Context: an optimization exercise on an open-source flow, tuned for small area, a short achievable clock period and few clock cycles per item. The choices shown serve that exercise and are no tape-out recipe.
At most, simulation tests tie the RTL to the original design; equivalence was not proved.
No activity file was given, so power comes from the tool's default toggle rates.

== build 90 ==
// video_pad_crop_filter
module video_pad_crop_filter #(
  parameter int CHUNK_BITS         = 5,
  parameter int HACTIVE_BITS       = 11,
  parameter int VACTIVE_BITS       = 11,
  parameter int BITS_PER_PIXEL     = 16,
  parameter int REQ_FIFO_ADDR_BITS = HACTIVE_BITS - CHUNK_BITS,
  parameter int PIX_FIFO_ADDR_BITS = CHUNK_BITS + 1
) (
  input  logic                                        scalerClock,
  input  logic                                        reset,
  input  logic                                        bypass,
  input  logic [VACTIVE_BITS-1:0]                     padTopRows,
  input  logic [HACTIVE_BITS-CHUNK_BITS-1:0]          padLeftChunks,
  input  logic [VACTIVE_BITS-1:0]                     sourceRows,
  input  logic [HACTIVE_BITS-CHUNK_BITS-1:0]          sourceChunks,
  input  logic [BITS_PER_PIXEL-1:0]                   padColor,
  output logic                                        downstreamRequestFifoReadEnable,
  input  logic                                        downstreamRequestFifoEmpty,
  input  logic [VACTIVE_BITS+HACTIVE_BITS-CHUNK_BITS-1:0] downstreamRequestFifoReadData,
  output logic                                        downstreamResponseFifoWriteEnable,
  input  logic                                        downstreamResponseFifoFull,
  output logic [BITS_PER_PIXEL-1:0]                   downstreamResponseFifoWriteData,
  input  logic                                        upstreamRequestFifoReadEnable,
  output logic                                        upstreamRequestFifoEmpty,
  output logic [VACTIVE_BITS+HACTIVE_BITS-CHUNK_BITS-1:0] upstreamRequestFifoReadData,
  input  logic                                        upstreamResponseFifoWriteEnable,
  output logic                                        upstreamResponseFifoFull,
  input  logic [BITS_PER_PIXEL-1:0]                   upstreamResponseFifoWriteData
);
Size: ~5,500 cells after synthesis, roughly 94,000 um2 of cells after synthesis.
clock: 5.0 ns
lec_check: 0
cap_margin: 20
core_margin: 2
core_utilization: 50
cts_cluster_diameter: 100
cts_cluster_size: 26
place_density: 0.72
setup_slack_margin: 2.5
slew_margin: 20
run.sh (not shown) runs the stock make flow with config.mk's settings and CLKGATE_MAP_FILE= SYNTH_SCRIPT=/design/flow/synth_recipe.tcl, a recipe that flattens the netlist after the stock synthesis.
Changes in build 58 relative to build 90:
Settings: a change of CTS_CLUSTER_SIZE from 26 to 30; a change of PLACE_DENSITY from 0.72 to 0.65.
Re depth of the worst register-to-register path: build 90 and build 58 aren't equal, and the higher value belongs to build 90. Fmax: build 90 vs build 58, no meaningful difference. Cmp build 90 and build 58 / routing usage on met2 / higher: build 58. Setup slack: build 90 vs build 58 — no meaningful difference. Run comparison: build 90 beginning of the critical path u_pix.hot_q[0][7]; build 58 beginning of the critical path reset. Build 58 vs build 90 — final layout net count rose 20. Build 90 → build 58: final worst-path cycle share did not really move; placed cell count flat. Looking at total wirelength of the detailed-routed design, build 58 sits 8900 um above build 90.
Inputs modified between build 58 and build 27:
Settings: a change of CTS_CLUSTER_SIZE from 30 to 26; an added GPL_ROUTABILITY_DRIVEN of 0.
Results
- Comparing build 27 against build 58, there is no change at all in fraction of registers with async set/reset.
- Compared build 27 against build 58; critical path depth within noise.
- Looking at build 58 and build 27, the register-to-register slack is a wash.
- Build 27 against build 58: cell area after layout higher; first-pass iteration count of the detailed router shows a reduction of 1; clock-buffer cell count +29.
- Status: achievable clock frequency parity (build 58, build 27)
- Worst setup slack essentially unchanged between build 27 and build 58.
- The floorplan die width was comparable across build 58 and build 27.
- Build 58 and build 27 ended up with roughly the same wire length of the first global-routing pass.
No run of this note included a check of the RTL's function; only the layout flow was run.


video_pad_crop_filter, a different RTL version from the one above (not shown whole).
For scale: about 5400 cells after synthesis.
export LEC_CHECK = 0
export CAP_MARGIN = 20
export CORE_MARGIN = 2
export CORE_UTILIZATION = 40
export SETUP_SLACK_MARGIN = 2.5
export SLEW_MARGIN = 20
create_clock -name core_clock -period 5.0 [get_ports {scalerClock}]
The starting point finished with timing, DRC and antenna clean.
Testbench counts at the start, summed over its fixed seeds: cycles 37,032, pixels 36,864.
==> next run, changes <==
- CTS_CLUSTER_DIAMETER: not set -> 100
- CTS_CLUSTER_SIZE: not set -> 30
Outcome: Total power decreases by 21%. Worst hold slack is worse by 69 ps. Via count decreases by 2.6%. Synthesized area is unchanged. Routed wire length decreases by 1.6%. Design area decreases by 4.6%.

[separate check: timing with driven ports]
In the flow no input, the clock included, has a driving cell. The finished layouts below were timed again as built, in two steps. Step 1 sets driving cells, clkbuf_16 on the clock port and buf_2 on the other inputs (assumed; they add their load-dependent delay and slew). Step 2 also shifts input and output timing later by t, the mid clock arrival at the registers, as if the neighbouring blocks saw the same clock. Three values: ideal, step 1, step 2; two values: the first two.
run | shift t [ns] | setup WS [ns] | worst hold slack (ns) | worst data-port slew with drivers (ns)
build 90 | 0.880 | 2.451 / 2.372 / 1.787 | 0.412 / 0.339 / 0.415 | 0.07
build 58 | 0.855 | 2.452 / 2.400 / 1.734 | 0.440 / 0.381 / 0.455 | 0.10
build 27 | 0.861 | 2.454 / 2.409 / 1.745 | 0.432 / 0.377 / 0.457 | 0.10
the first run of note 2 | 0.983 | 2.328 / 2.244 / 1.492 | 0.405 / 0.359 / 0.405 | 0.22
the second run of note 2 | 0.869 | 2.435 / 2.394 / 1.593 | 0.336 / 0.287 / 0.438 | 0.22
After both steps every run listed still meets setup and hold. For the second run of note 2, which loses most, drivers alone change the setup slack by -0.041 ns; drivers and shift together by -0.842 ns.
